Context: an optimization exercise on an open-source flow, tuned for small area, a short achievable clock period and few clock cycles. The choices shown serve that exercise and are no tape-out recipe. Where RTL was checked, it was by simulation tests only, not by an equivalence proof against the original. No activity file was given, so power comes from the tool's default toggle rates.

==> flow/design.v (excerpt) <==
module axiToAhbBridge (
    input  wire         ACLK,
    input  wire         rst,
    input  wire         awValid,
    output logic        awReady,
    input  wire  [3:0]  awId,
    input  wire  [31:0] awAddr,
    input  wire  [3:0]  awLen,
    input  wire  [2:0]  awSize,
    input  wire         wValid,
    output logic        wReady,
    input  wire  [31:0] wData,
    input  wire         wLast,
    output logic        bValid,
    input  wire         bReady,
    output logic [3:0]  bId,
    output logic [1:0]  bResp,
    input  wire         arValid,
    output logic        arReady,
    input  wire  [3:0]  arId,
    input  wire  [31:0] arAddr,
    input  wire  [3:0]  arLen,
    input  wire  [2:0]  arSize,
    output logic        rValid,
    input  wire         rReady,
    output logic [3:0]  rId,
    output logic [31:0] rData,
    output logic [1:0]  rResp,
    output logic        rLast,
    output logic [31:0] hAddr,
    output logic        hWrite,
    output logic [2:0]  hSize,
    output logic [1:0]  hTrans,
    output logic [31:0] hWData,
    input  wire  [31:0] hRData,
    input  wire         hReady,
    input  wire         hResp
);
Size in the first run: ~410 cells after synthesis, about 84 flip-flops.
==> module axiToAhbBridge, before the edit <==
module axiToAhbBridge (
    input  wire         ACLK,
    input  wire         rst,
    input  wire         awValid,
    output logic        awReady,
    input  wire  [3:0]  awId,
    input  wire  [31:0] awAddr,
    input  wire  [3:0]  awLen,
    input  wire  [2:0]  awSize,
    input  wire         wValid,
    output logic        wReady,
    input  wire  [31:0] wData,
    input  wire         wLast,
    output logic        bValid,
    input  wire         bReady,
    output logic [3:0]  bId,
    output logic [1:0]  bResp,
    input  wire         arValid,
    output logic        arReady,
    input  wire  [3:0]  arId,
    input  wire  [31:0] arAddr,
    input  wire  [3:0]  arLen,
    input  wire  [2:0]  arSize,
    output logic        rValid,
    input  wire         rReady,
    output logic [3:0]  rId,
    output logic [31:0] rData,
    output logic [1:0]  rResp,
    output logic        rLast,
    output logic [31:0] hAddr,
    output logic        hWrite,
    output logic [2:0]  hSize,
    output logic [1:0]  hTrans,
    output logic [31:0] hWData,
    input  wire  [31:0] hRData,
    input  wire         hReady,
    input  wire         hResp
);
    logic [31:0] addr;       
    logic [3:0]  cnt;        
    logic [1:0]  size;
    logic [3:0]  id;
    logic        wr;         
    logic        err;        
    logic [31:0] data;       
    logic        idle;       
    logic        wsel;       
    logic        busy;       
    logic        rSel;       
    logic        wDpL;       
    logic        ap;         
    logic        dp;         
    logic        rp;         
    logic        wA;         
    logic        rA;         
    logic        rDp;        
    logic        rRp;        
    logic        wRp;        
    logic        ldW;
    logic        ldR;
    logic [31:0] cAddr;
    logic [1:0]  cSize;
    logic [3:0]  cCnt;
    logic        issue;
    logic        accept;
    logic        dpDone;
    logic        respValid;
    logic        respReady;
    logic        apN;
    logic        dpN;
    logic        rpN;
    logic        wrN;
    assign wA   = ap && wr;
    assign rA   = ap && !wr;
    assign rDp  = dp && !wr;
    assign rRp  = rp && !wr;
    assign wRp  = rp && wr;
    assign arReady = idle;
    assign awReady = wsel;
    assign ldR     = arValid && idle;
    assign ldW     = wsel;
    bridgeSel3 #(.Width(32)) uSelAddr (.d0(arAddr), .d1(awAddr), .d2(addr), .s0(idle), .s1(wsel), .s2(busy), .y(cAddr));
    bridgeSel3 #(.Width(2)) uSelSize (.d0(arSize[1:0]), .d1(awSize[1:0]), .d2(size), .s0(idle), .s1(wsel), .s2(busy), .y(cSize));
    assign cCnt  = ({4{idle}} & arLen) | ({4{wsel}} & awLen) | ({4{busy}} & cnt);
    assign issue  = ((wA || wsel) && wValid) || (rA && hReady && rReady) || ldR;
    assign accept = issue && hReady;
    assign dpDone = dp && hReady;
    assign hTrans = {issue, 1'b0};
    assign hAddr  = cAddr;
    assign hWrite = wsel || (!idle && wr);
    assign hSize  = {1'b0, cSize};
    assign hWData = data;
    assign wReady = (wA || wsel) && hReady;
    assign bValid = wRp || (wDpL && hReady);
    assign bId    = id;
    assign bResp  = {err || (dp && hResp), 1'b0};
    assign rValid = rRp || (rDp && hReady);
    assign rId    = id;
    assign rData  = rSel ? data : hRData;
    assign rResp  = {rp ? err : hResp, 1'b0};
    assign rLast  = !ap;
    logic [11:0] incAddr;
    logic [3:0]  decCnt;
    logic [2:0] incLow;
    assign incLow  = {1'b0, cAddr[1:0]} + {1'b0, cSize == 2'd1, cSize == 2'd0};
    assign incAddr = {cAddr[11:2] + {9'd0, incLow[2] || (cSize == 2'd2)}, incLow[1:0]};
    assign decCnt  = cCnt - 4'd1;
    assign respValid = bValid || rValid;
    assign respReady = wr ? bReady : rReady;
    assign wrN = wsel || (!idle && wr);
    assign apN = (ap || ldR || wsel) && !(accept && (cCnt == 4'd0));
    assign dpN = accept || (dp && !hReady);
    assign rpN = respValid && !respReady;
    always_ff @(posedge ACLK)
    begin
        if (rst)
        begin
            idle <= 1'b1;
            wsel <= 1'b0;
            busy <= 1'b0;
            rSel <= 1'b0;
            wDpL <= 1'b0;
            ap   <= 1'b0;
            dp   <= 1'b0;
            rp   <= 1'b0;
        end
        else
        begin
            idle <= !(apN || dpN || rpN) && !(idle && awValid && !arValid);
            wsel <= idle && awValid && !arValid;
            busy <= apN || dpN || rpN;
            rSel <= rpN || wrN;
            wDpL <= dpN && wrN && !apN;
            ap   <= apN;
            dp   <= dpN;
            rp   <= rpN;
        end
    end
    always_ff @(posedge ACLK)
    begin
        data <= wReady ? wData : rData;
    end
    always_ff @(posedge ACLK)
    begin
        addr[31:12] <= cAddr[31:12];
        addr[11:0]  <= accept ? incAddr : cAddr[11:0];
        cnt         <= accept ? decCnt : cCnt;
        size        <= cSize;
        wr <= wrN;
        if (idle || wsel)
            id <= wsel ? awId : arId;
        err <= !(idle || wsel) && (wr ? bResp[1] : rResp[1]);
    end
endmodule
clock: 5.5 ns
lec_check: 0
cap_margin: 20
core_margin: 2
core_utilization: 55
place_density: 0.7
setup_slack_margin: 2.65
slew_margin: 20
synth_hierarchical: 1
synth_minimum_keep_size: 0
standard.sh (not shown) runs the stock make flow with config.mk's settings and CLKGATE_MAP_FILE= SYNTH_SCRIPT=/design/flow/synth_recipe.tcl, a recipe that flattens the netlist after the stock synthesis.
==> flow/flow/run.sh <==
#!/bin/bash
set -euo pipefail
export BUFFER_PORTS_ARGS="-buffer_cell sky130_fd_sc_hd__buf_1"
export CTS_ARGS="-sink_clustering_enable -repair_clock_nets -dont_use_dummy_load -buf_list sky130_fd_sc_hd__clkbuf_8 -root_buf sky130_fd_sc_hd__clkbuf_8"
if ! bash standard.sh finish > make_finish.log 2>&1; then
  tail -50 make_finish.log
  exit 1
fi
The first run produced a clean layout.
Testbench counts at the start, summed over its fixed seeds: cycles 19,428.
==> next run, changes <==
--- a/flow/design.v
+++ b/flow/design.v
@@ -51,6 +51,24 @@
     output logic y
 );
     assign y = !(a && b && c);
+endmodule
+module bridgeAo3 (
+    input  wire  a0,
+    input  wire  a1,
+    input  wire  b0,
+    input  wire  b1,
+    input  wire  b2,
+    input  wire  c0,
+    input  wire  c1,
+    output logic y
+);
+    logic na;
+    logic nb;
+    logic nc;
+    bridgeNand2 uNa (.a(a0), .b(a1), .y(na));
+    bridgeNand3 uNb (.a(b0), .b(b1), .c(b2), .y(nb));
+    bridgeNand2 uNc (.a(c0), .b(c1), .y(nc));
+    bridgeNand3 uY  (.a(na), .b(nb), .c(nc), .y(y));
 endmodule
 module bridgeSel3 #(
     parameter int Width = 1
@@ -127,6 +145,8 @@
     logic        busy;       
     logic        rSel;       
     logic        wDpL;       
+    logic        wIss;       
+    logic        rIss;       
     logic        ap;         
     logic        dp;         
     logic        rp;         
@@ -161,7 +181,7 @@
     bridgeSel3 #(.Width(32)) uSelAddr (.d0(arAddr), .d1(awAddr), .d2(addr), .s0(idle), .s1(wsel), .s2(busy), .y(cAddr));
     bridgeSel3 #(.Width(2)) uSelSize (.d0(arSize[1:0]), .d1(awSize[1:0]), .d2(size), .s0(idle), .s1(wsel), .s2(busy), .y(cSize));
     assign cCnt  = ({4{idle}} & arLen) | ({4{wsel}} & awLen) | ({4{busy}} & cnt);
-    assign issue  = ((wA || wsel) && wValid) || (rA && hReady && rReady) || ldR;
+    bridgeAo3 uIssue (.a0(wIss), .a1(wValid), .b0(rIss), .b1(hReady), .b2(rReady), .c0(idle), .c1(arValid), .y(issue));
     assign accept = issue && hReady;
     assign dpDone = dp && hReady;
     assign hTrans = {issue, 1'b0};
@@ -169,7 +189,7 @@
     assign hWrite = wsel || (!idle && wr);
     assign hSize  = {1'b0, cSize};
     assign hWData = data;
-    assign wReady = (wA || wsel) && hReady;
+    assign wReady = wIss && hReady;
     assign bValid = wRp || (wDpL && hReady);
     assign bId    = id;
     assign bResp  = {err || (dp && hResp), 1'b0};
@@ -199,6 +219,8 @@
             busy <= 1'b0;
             rSel <= 1'b0;
             wDpL <= 1'b0;
+            wIss <= 1'b0;
+            rIss <= 1'b0;
             ap   <= 1'b0;
             dp   <= 1'b0;
             rp   <= 1'b0;
@@ -210,6 +232,8 @@
             busy <= apN || dpN || rpN;
             rSel <= rpN || wrN;
             wDpL <= dpN && wrN && !apN;
+            wIss <= (apN && wrN) || (idle && awValid && !arValid);
+            rIss <= apN && !wrN;
             ap   <= apN;
             dp   <= dpN;
             rp   <= rpN;
Result:
- power falls by 1.4%
- non-clock buffer count stays the same
- hold slack stays flat
- clock skew is about the same
- register-to-register slack gets better by 20 ps
- maximum frequency is lower by 1.4%
- final area decreases by 1.3%
The RTL of the second run of this note was laid out without a check of its function.

---

v23:
axiToAhbBridge, a different RTL version from the one above (not shown whole).
Size in the first run: ~80 flip-flops, about 280 I/O pins.
==> module axiToAhbBridge, before the edit <==
module axiToAhbBridge (
    input  wire         ACLK,
    input  wire         rst,
    input  wire         awValid,
    output logic        awReady,
    input  wire  [3:0]  awId,
    input  wire  [31:0] awAddr,
    input  wire  [3:0]  awLen,
    input  wire  [2:0]  awSize,
    input  wire         wValid,
    output logic        wReady,
    input  wire  [31:0] wData,
    input  wire         wLast,
    output logic        bValid,
    input  wire         bReady,
    output logic [3:0]  bId,
    output logic [1:0]  bResp,
    input  wire         arValid,
    output logic        arReady,
    input  wire  [3:0]  arId,
    input  wire  [31:0] arAddr,
    input  wire  [3:0]  arLen,
    input  wire  [2:0]  arSize,
    output logic        rValid,
    input  wire         rReady,
    output logic [3:0]  rId,
    output logic [31:0] rData,
    output logic [1:0]  rResp,
    output logic        rLast,
    output logic [31:0] hAddr,
    output logic        hWrite,
    output logic [2:0]  hSize,
    output logic [1:0]  hTrans,
    output logic [31:0] hWData,
    input  wire  [31:0] hRData,
    input  wire         hReady,
    input  wire         hResp
);
    logic [31:0] addr;       
    logic [3:0]  cnt;        
    logic [1:0]  size;
    logic [3:0]  id;
    logic        wr;         
    logic        err;        
    logic [31:0] data;       
    logic        idle;       
    logic        ap;         
    logic        dp;         
    logic        rp;         
    logic        wA;         
    logic        rA;         
    logic        rDp;        
    logic        rRp;        
    logic        wDpL;       
    logic        wRp;        
    logic        ldW;
    logic        ldR;
    logic [31:0] cAddr;
    logic [1:0]  cSize;
    logic [3:0]  cCnt;
    logic        issue;
    logic        accept;
    logic        dpDone;
    logic        respValid;
    logic        respReady;
    logic        apN;
    logic        dpN;
    logic        rpN;
    logic        wrN;
    assign wA   = ap && wr;
    assign rA   = ap && !wr;
    assign rDp  = dp && !wr;
    assign rRp  = rp && !wr;
    assign wDpL = dp && wr && !ap;
    assign wRp  = rp && wr;
    assign arReady = idle;
    assign awReady = idle && !arValid;
    assign ldR     = arValid && idle;
    assign ldW     = awValid && awReady;
    assign cAddr = idle ? arAddr : addr;
    assign cSize = idle ? arSize[1:0] : size;
    assign cCnt  = idle ? arLen : cnt;
    assign issue  = (wA && wValid) || (rA && hReady && rReady) || ldR;
    assign accept = issue && hReady;
    assign dpDone = dp && hReady;
    assign hTrans = {issue, 1'b0};
    assign hAddr  = cAddr;
    assign hWrite = !idle && wr;
    assign hSize  = {1'b0, cSize};
    assign hWData = data;
    assign wReady = wA && hReady;
    assign bValid = wRp || (wDpL && hReady);
    assign bId    = id;
    assign bResp  = {err || (dp && hResp), 1'b0};
    assign rValid = rRp || (rDp && hReady);
    assign rId    = id;
    assign rData  = (rp || wr) ? data : hRData;
    assign rResp  = {rp ? err : hResp, 1'b0};
    assign rLast  = !ap;
    logic [11:0] incAddr;
    logic [3:0]  decCnt;
    assign incAddr = cAddr[11:0] + (12'd1 << cSize);
    assign decCnt  = cCnt - 4'd1;
    assign respValid = bValid || rValid;
    assign respReady = wr ? bReady : rReady;
    assign wrN = idle ? ldW : wr;
    assign apN = ldW || ((ap || ldR) && !(accept && (cCnt == 4'd0)));
    assign dpN = accept || (dp && !hReady);
    assign rpN = respValid && !respReady;
    always_ff @(posedge ACLK)
    begin
        if (rst)
        begin
            idle <= 1'b1;
            ap   <= 1'b0;
            dp   <= 1'b0;
            rp   <= 1'b0;
        end
        else
        begin
            idle <= !(apN || dpN || rpN);
            ap   <= apN;
            dp   <= dpN;
            rp   <= rpN;
        end
    end
    always_ff @(posedge ACLK)
    begin
        data <= wReady ? wData : rData;
    end
    always_ff @(posedge ACLK)
    begin
        if (ldW)
        begin
            addr <= awAddr;
            cnt  <= awLen;
            size <= awSize[1:0];
        end
        else
        begin
            addr[31:12] <= cAddr[31:12];
            addr[11:0]  <= accept ? incAddr : cAddr[11:0];
            cnt         <= accept ? decCnt : cCnt;
            size        <= cSize;
        end
        wr <= wrN;
        if (idle)
            id <= ldW ? awId : arId;
        err <= !idle && (wr ? bResp[1] : rResp[1]);
    end
endmodule
==> flow/config.mk <==
export PLATFORM = sky130hd
export DESIGN_NAME = axiToAhbBridge
export DESIGN_NICKNAME = axiToAhbBridge
export VERILOG_FILES = /design/flow/design.v
export SDC_FILE = /design/flow/constraint.sdc
export NUM_CORES = 4
export LEC_CHECK = 0
export CAP_MARGIN = 20
export CORE_MARGIN = 2
export CORE_UTILIZATION = 55
export PLACE_DENSITY = 0.7
export SETUP_SLACK_MARGIN = 2.65
export SLEW_MARGIN = 20
==> flow/constraint.sdc <==
create_clock -name core_clock -period 5.5 [get_ports {ACLK}]
set_input_delay 1.1000 -clock core_clock [delete_from_list [all_inputs] [get_ports {ACLK}]]
set_output_delay 1.1000 -clock core_clock [all_outputs]
set_load 0.01 [all_outputs]
Scripts as last shown in full above: flow/flow/run.sh
Testbench counts of v23, summed over its fixed seeds: cycles 19,428.
#### Input delta (v7 over v23)
--- a/flow/design.v
+++ b/flow/design.v
@@ -84,4 +84,5 @@
     logic [31:0] data;       
     logic        idle;       
+    logic        wsel;       
     logic        ap;         
     logic        dp;         
@@ -114,19 +115,19 @@
     assign wRp  = rp && wr;
     assign arReady = idle;
-    assign awReady = idle && !arValid;
+    assign awReady = wsel;
     assign ldR     = arValid && idle;
-    assign ldW     = awValid && awReady;
-    assign cAddr = idle ? arAddr : addr;
-    assign cSize = idle ? arSize[1:0] : size;
-    assign cCnt  = idle ? arLen : cnt;
-    assign issue  = (wA && wValid) || (rA && hReady && rReady) || ldR;
+    assign ldW     = wsel;
+    assign cAddr = ({32{idle}} & arAddr) | ({32{wsel}} & awAddr) | ({32{!(idle || wsel)}} & addr);
+    assign cSize = ({2{idle}} & arSize[1:0]) | ({2{wsel}} & awSize[1:0]) | ({2{!(idle || wsel)}} & size);
+    assign cCnt  = ({4{idle}} & arLen) | ({4{wsel}} & awLen) | ({4{!(idle || wsel)}} & cnt);
+    assign issue  = ((wA || wsel) && wValid) || (rA && hReady && rReady) || ldR;
     assign accept = issue && hReady;
     assign dpDone = dp && hReady;
     assign hTrans = {issue, 1'b0};
     assign hAddr  = cAddr;
-    assign hWrite = !idle && wr;
+    assign hWrite = wsel || (!idle && wr);
     assign hSize  = {1'b0, cSize};
     assign hWData = data;
-    assign wReady = wA && hReady;
+    assign wReady = (wA || wsel) && hReady;
     assign bValid = wRp || (wDpL && hReady);
     assign bId    = id;
@@ -143,6 +144,6 @@
     assign respValid = bValid || rValid;
     assign respReady = wr ? bReady : rReady;
-    assign wrN = idle ? ldW : wr;
-    assign apN = ldW || ((ap || ldR) && !(accept && (cCnt == 4'd0)));
+    assign wrN = wsel || (!idle && wr);
+    assign apN = (ap || ldR || wsel) && !(accept && (cCnt == 4'd0));
     assign dpN = accept || (dp && !hReady);
     assign rpN = respValid && !respReady;
@@ -152,4 +153,5 @@
         begin
             idle <= 1'b1;
+            wsel <= 1'b0;
             ap   <= 1'b0;
             dp   <= 1'b0;
@@ -158,5 +160,6 @@
         else
         begin
-            idle <= !(apN || dpN || rpN);
+            idle <= !(apN || dpN || rpN) && !(idle && awValid && !arValid);
+            wsel <= idle && awValid && !arValid;
             ap   <= apN;
             dp   <= dpN;
@@ -170,21 +173,12 @@
     always_ff @(posedge ACLK)
     begin
-        if (ldW)
-        begin
-            addr <= awAddr;
-            cnt  <= awLen;
-            size <= awSize[1:0];
-        end
-        else
-        begin
-            addr[31:12] <= cAddr[31:12];
-            addr[11:0]  <= accept ? incAddr : cAddr[11:0];
-            cnt         <= accept ? decCnt : cCnt;
-            size        <= cSize;
-        end
+        addr[31:12] <= cAddr[31:12];
+        addr[11:0]  <= accept ? incAddr : cAddr[11:0];
+        cnt         <= accept ? decCnt : cCnt;
+        size        <= cSize;
         wr <= wrN;
-        if (idle)
-            id <= ldW ? awId : arId;
-        err <= !idle && (wr ? bResp[1] : rResp[1]);
+        if (idle || wsel)
+            id <= wsel ? awId : arId;
+        err <= !(idle || wsel) && (wr ? bResp[1] : rResp[1]);
     end
 endmodule
Notes after the runs:
- v7: clock sink count 1.3% above v23
- wReady as the capture point of the worst path was reported by v23, and hSize[1] by v7.
- Number of antenna repair diodes was lower in v7 than in v23.
- In the tables for v23 and v7, cell count reads higher with v23.
- Number of sequential cells in the layout was lower in v23 than in v7.
- In the flow results for v23 and v7, the total placed cells including tap cells is larger on v23.
- Net switching power in v7 is 24% above v23.
- The total power draw of v7 is higher than that of v23.
- Compared with v23, v7 shows gate count after technology mapping lower by 42.
Function not checked in v7: the RTL went through the layout flow alone.

what the ideal ports hide:
How much do the figures lean on ideal ports? The routed layouts below were timed once more, with nothing changed but the port constraints. Step 1 sets driving cells, clkbuf_16 on the clock port and buf_2 on the other inputs (assumed; they add their load-dependent delay and slew). Step 2 times the ports against the registers' clock, not the clock port: input delays grow and output delays shrink by t, the midpoint of the rising clock arrivals with the driver on. a / b / c = ideal ports / drivers / drivers and shift; a / b = the first two.
run | t (ns) | setup WS [ns] | hold slack, ns | cell pins on the clock port's net
the first run of note 1 | 0.366 | 2.676 / 2.639 / 2.498 | 0.468 / 0.468 / 0.468 | 1
the second run of note 1 | 0.358 | 2.637 / 2.596 / 2.520 | 0.470 / 0.470 / 0.470 | 1
v23 | 0.367 | 2.698 / 2.653 / 2.423 | 0.543 / 0.543 / 0.543 | 1
v7 | 0.355 | 2.590 / 2.569 / 2.292 | 0.449 / 0.449 / 0.449 | 1
After both steps setup and hold are still met in every run listed. The setup slack of v7, which loses most, moves by -0.021 ns with the drivers and by -0.298 ns with both steps.
